From an optimization exercise on the open Yosys and OpenROAD flow, aimed at small area and few clock cycles per item; shortcuts taken in it are not production practice.
RTL that was checked went through simulation tests only; none was proved equivalent to the original.
No activity file was given, so power comes from the tool's default toggle rates.

// fpu_mul_prenorm_pipe
module fpu_mul_prenorm_pipe #(
  parameter int SIZE_DATA = 8,
  parameter int SIZE_MANT = 24,
  parameter int SIZE_LOPD = 8,
  parameter int BIAS      = 127
) (
  input  logic                   i_clk,
  input  logic                   i_rst_n,
  input  logic                   i_valid,
  output logic                   o_ready,
  input  logic [31:0]            i_data_a,
  input  logic [31:0]            i_data_b,
  output logic                   o_valid,
  input  logic                   i_ready,
  output logic                   o_sign,
  output logic [SIZE_DATA-1:0]   o_data_exp,
  output logic                   o_exp_oor,
  output logic [2*SIZE_MANT-1:0] o_mant_prod,
  output logic                   o_ov_flag,
  output logic                   o_un_flag,
  output logic [SIZE_LOPD-1:0]   o_one_pos,
  output logic                   o_zero_flag
);
Size in the first run: about 68 flip-flops, ~140 I/O pins, roughly 16000 µm² of cells after synthesis.
clock: 8.0 ns
lec_check: 0
cap_margin: 20
core_margin: 2
core_utilization: 40
cts_buf_list: sky130_fd_sc_hd__clkbuf_8
gpl_timing_driven: 0
slew_margin: 20
synth_hierarchical: 1
synth_minimum_keep_size: 0
run.sh (not shown) runs the stock make flow with config.mk's settings and CLKGATE_MAP_FILE= SYNTH_SCRIPT=/design/flow/synth_recipe.tcl, a recipe that flattens the netlist after the stock synthesis.
The first run finished with timing, DRC and antenna clean.
==> next run, changes <==
==> flow/flow/run.sh (new file) <==
#!/bin/bash
# The standard layout, except that the port buffers are sky130_fd_sc_hd__buf_1
# cells (resized later by repair as needed) instead of the delay cells
# buffer_ports picks by default. Every port still gets its own buffer.
set -euo pipefail
bash standard.sh 'BUFFER_PORTS_ARGS=-buffer_cell sky130_fd_sc_hd__buf_1' finish > orfs_make.log 2>&1
==> flow/standard.sh (new file) <==
#!/bin/bash
# synth_recipe.tcl (not shown) runs the flow's synth.tcl, then flattens the netlist and writes it again
# the make line also repeats each setting of config.mk as NAME=value (left out here)
make -C /OpenROAD-flow-scripts/flow DESIGN_CONFIG=/design/flow/config.mk WORK_HOME=/design/flow/orfs CLKGATE_MAP_FILE= SYNTH_SCRIPT=/design/flow/synth_recipe.tcl "${@:-finish}"
removed: flow/run.sh
Outcome: The changed run went through all stages and came out clean; setup slack is better by 0.29 ns; non-clock buffer count drops by 2; cell area drops by 4.5%; register-to-register slack barely changes; flip-flop and latch count does not change; maximum frequency climbs by 3.9%.
No run of this note included a check of the RTL's function; only the layout flow was run.


Setup of run E:
Another version of the RTL of fpu_mul_prenorm_pipe (not shown whole).
Size in the first run: ~1,400 cells after synthesis, roughly 66 flip-flops, ~140 I/O pins, about 16,000 µm² of cells after synthesis.
clock: 8.0 ns
lec_check: 0
cap_margin: 20
core_margin: 2
core_utilization: 65
cts_buf_list: sky130_fd_sc_hd__clkbuf_8
gpl_timing_driven: 0
place_density: 0.8
slew_margin: 20
synth_hierarchical: 1
synth_minimum_keep_size: 0
standard.sh (not shown) runs the stock make flow with config.mk's settings and CLKGATE_MAP_FILE= SYNTH_SCRIPT=/design/flow/synth_recipe.tcl, a recipe that flattens the netlist after the stock synthesis.
==> flow/flow/run.sh <==
#!/bin/bash
# The standard layout, except that the port buffers are sky130_fd_sc_hd__buf_1
# cells (resized later by repair as needed) instead of the delay cells
# buffer_ports picks by default. Every port still gets its own buffer.
set -euo pipefail
bash standard.sh 'BUFFER_PORTS_ARGS=-buffer_cell sky130_fd_sc_hd__buf_1' finish > orfs_make.log 2>&1
Testbench counts of run E, summed over its fixed seeds: cycles 24,008, items 24,000.
Changes in run C relative to run E:
Settings: clearing PLACE_DENSITY, which used to be 0.8; swapping 65 for 40 in CORE_UTILIZATION.
Findings:
- Number of flops mapped to enable cells by yosys: run C vs run E, no meaningful difference
- Delta (run C minus run E): internal power component went down 0.041 mW; height of the die increased by 27% relative to the old numbers; final standard cell count with taps included and fillers excluded moved up; first-iteration DRC count went down by 421; starting density of the core fell 26 points.
- Run C vs run E — maximum frequency rose about 0.36%.
- Max register-to-register slack across run E and run C: run E
- [compare] base=run E new=run C: register area barely changed, via count of the first global-routing pass dropped 249, clock slew seen by the registers of the worst setup and hold paths barely changed.


run 1:
Another version of the RTL of fpu_mul_prenorm_pipe (not shown whole).
Size: about 1400 cells after synthesis, ~66 flip-flops.
Design fpu_mul_prenorm_pipe, start of the top module:
module fpu_mul_prenorm_pipe #(
  parameter int SIZE_DATA = 8,
  parameter int SIZE_MANT = 24,
  parameter int SIZE_LOPD = 8,
  parameter int BIAS      = 127
) (
  input  logic                   i_clk,
  input  logic                   i_rst_n,
  input  logic                   i_valid,
  output logic                   o_ready,
  input  logic [31:0]            i_data_a,
  input  logic [31:0]            i_data_b,
  output logic                   o_valid,
  input  logic                   i_ready,
  output logic                   o_sign,
  output logic [SIZE_DATA-1:0]   o_data_exp,
  output logic                   o_exp_oor,
  output logic [2*SIZE_MANT-1:0] o_mant_prod,
  output logic                   o_ov_flag,
  output logic                   o_un_flag,
  output logic [SIZE_LOPD-1:0]   o_one_pos,
  output logic                   o_zero_flag
);
Settings: LEC_CHECK=0, CAP_MARGIN=5, CORE_MARGIN=2, CORE_UTILIZATION=40, CTS_BUF_LIST=sky130_fd_sc_hd__clkbuf_8, GPL_TIMING_DRIVEN=0, SLEW_MARGIN=5, SYNTH_HIERARCHICAL=1, SYNTH_MINIMUM_KEEP_SIZE=0; clock period 8.0 ns.
==> flow/flow/run.sh <==
#!/bin/bash
# The standard layout, except that the port buffers are sky130_fd_sc_hd__buf_1
# cells (resized later by repair as needed) instead of the delay cells
# buffer_ports picks by default, and clock tree synthesis inserts no dummy loads.
set -euo pipefail
bash standard.sh 'BUFFER_PORTS_ARGS=-buffer_cell sky130_fd_sc_hd__buf_1' \
  'CTS_ARGS=-repair_clock_nets -dont_use_dummy_load -buf_list sky130_fd_sc_hd__clkbuf_8' \
  finish > orfs_make.log 2>&1
Run 1 reached the final stage; the timing, DRC and antenna checks on its layout passed.
Testbench counts of run 1, summed over its fixed seeds: cycles 24,008, items 24,000.
[inputs] run 2 vs run 1
--- a/flow/flow/run.sh
+++ b/flow/flow/run.sh
@@ -7 +7 @@
-  'CTS_ARGS=-repair_clock_nets -dont_use_dummy_load -buf_list sky130_fd_sc_hd__clkbuf_8' \
+  'CTS_ARGS=-sink_clustering_enable -repair_clock_nets -dont_use_dummy_load -buf_list sky130_fd_sc_hd__clkbuf_8' \
Results
Run 2 went all the way through synthesis, placement and routing and the layout is clean on timing, DRC and antenna. Run 2 and run 1 ended up with roughly the same final sequential cell count. Any difference in clock latency on the worst-skew pair between run 2 and run 1 is small enough to ignore. Run 1 → run 2: cell count after synthesis held, maximum frequency essentially unchanged. As far as final period demand of the worst path goes, run 1 and run 2 are indistinguishable; the numbers are identical. From run 1 to run 2 the numbers moved as follows: register cell area after layout now sits at about the same level; overall power after layout saw little to no change; required arrival time at the worst endpoint held steady; worst path setup slack after routing shows no meaningful change.
--- input diff run 2..run 3 ---
- swapping 5 for 20 in SLEW_MARGIN
- swapping 5 for 20 in CAP_MARGIN
==> flow/flow/run.sh <==
#!/bin/bash
# The standard layout, except that the port buffers are sky130_fd_sc_hd__buf_1
# cells (resized later by repair as needed) instead of the delay cells
# buffer_ports picks by default. Every port still gets its own buffer.
set -euo pipefail
bash standard.sh 'BUFFER_PORTS_ARGS=-buffer_cell sky130_fd_sc_hd__buf_1' finish > orfs_make.log 2>&1
Run 2 consumes more power than run 3. Cell with the largest stage delay on the worst path: sky130_fd_sc_hd__nor2b_4 -> run 3, sky130_fd_sc_hd__o22ai_2 -> run 2. On proportion of power drawn by flip-flops and latches, run 3 and run 2 are neck and neck. In the metrics for run 3 and run 2, the one carrying the lower setup slack after layout is run 2. Looking at last element of the critical path, the r_sn[37] result is from run 3; the r_sn[27] one comes from run 2. Run 3 has switching fraction of total power below what run 2 had. | post-layout instance count excluding filler cells | higher: run 3 |. Cmp run 3 vs run 2: largest voltage drop on the vdd net lower in run 3. The final reports for run 3 and run 2 show clock power higher in the former.
Input-level comparison between run 4 and run 3:
- SLEW_MARGIN: 20 -> 10
- CAP_MARGIN: 20 -> 10
==> flow/flow/run.sh <==
#!/bin/bash
# The standard layout, except that the port buffers are sky130_fd_sc_hd__buf_1
# cells (resized later by repair as needed) instead of the delay cells
# buffer_ports picks by default, and clock tree synthesis inserts no dummy loads.
set -euo pipefail
bash standard.sh 'BUFFER_PORTS_ARGS=-buffer_cell sky130_fd_sc_hd__buf_1' \
  'CTS_ARGS=-sink_clustering_enable -repair_clock_nets -dont_use_dummy_load -buf_list sky130_fd_sc_hd__clkbuf_8' \
  finish > orfs_make.log 2>&1
Notes after the runs:
Run 4 and run 3 ended up with nearly the same routed wire length. In terms of critical path arrival, run 4 and run 3 differ only marginally. The run showing the smaller met1 routing resource usage after global routing is run 4. Run comparison: run 4 worst setup path endpoint r_sn[32]; run 3 worst setup path endpoint r_sn[37].

==> afterwards: timing with drivers on the ports <==
In the flow no input, the clock included, has a driving cell. The finished layouts below were timed again as built, in two steps. Step 1, drivers: a clkbuf_16 drives i_clk and a buf_2 each remaining input, both assumed. Step 2 moves the port delays by t, midway between the first and last clock arrival at a register: inputs arrive t later, outputs are due t later. That takes back most of the time a late clock gives input paths. Three values: ideal, step 1, step 2; two values: the first two.
run	t, ns	setup WS [ns]	clock arrival spread, ns	slew at the worst register clock pin (ns)	worst slew at a driven data input, ns
the first run of note 1	0.389	0.282 / 0.302 / -0.087	0.021 / 0.021	0.09 / 0.09	0.05
the second run of note 1	0.398	0.575 / 0.597 / 0.199	0.015 / 0.015	0.09 / 0.09	0.05
run E	0.373	0.323 / 0.339 / -0.034	0.008 / 0.008	0.08 / 0.08	0.04
run C	0.380	0.351 / 0.353 / -0.026	0.012 / 0.013	0.08 / 0.08	0.06
run 1	0.377	0.199 / 0.201 / -0.175	0.032 / 0.031	0.08 / 0.08	0.05
run 2	0.377	0.199 / 0.201 / -0.175	0.032 / 0.031	0.08 / 0.08	0.05
run 3	0.383	0.226 / 0.244 / -0.139	0.011 / 0.011	0.08 / 0.08	0.06
run 4	0.382	0.230 / 0.238 / -0.144	0.026 / 0.026	0.08 / 0.08	0.05
With both steps, setup timing fails in 7 of these runs, where it was met with ideal ports. The setup slack of run C, which loses most, moves by +0.002 ns with the drivers and by -0.377 ns with both steps.
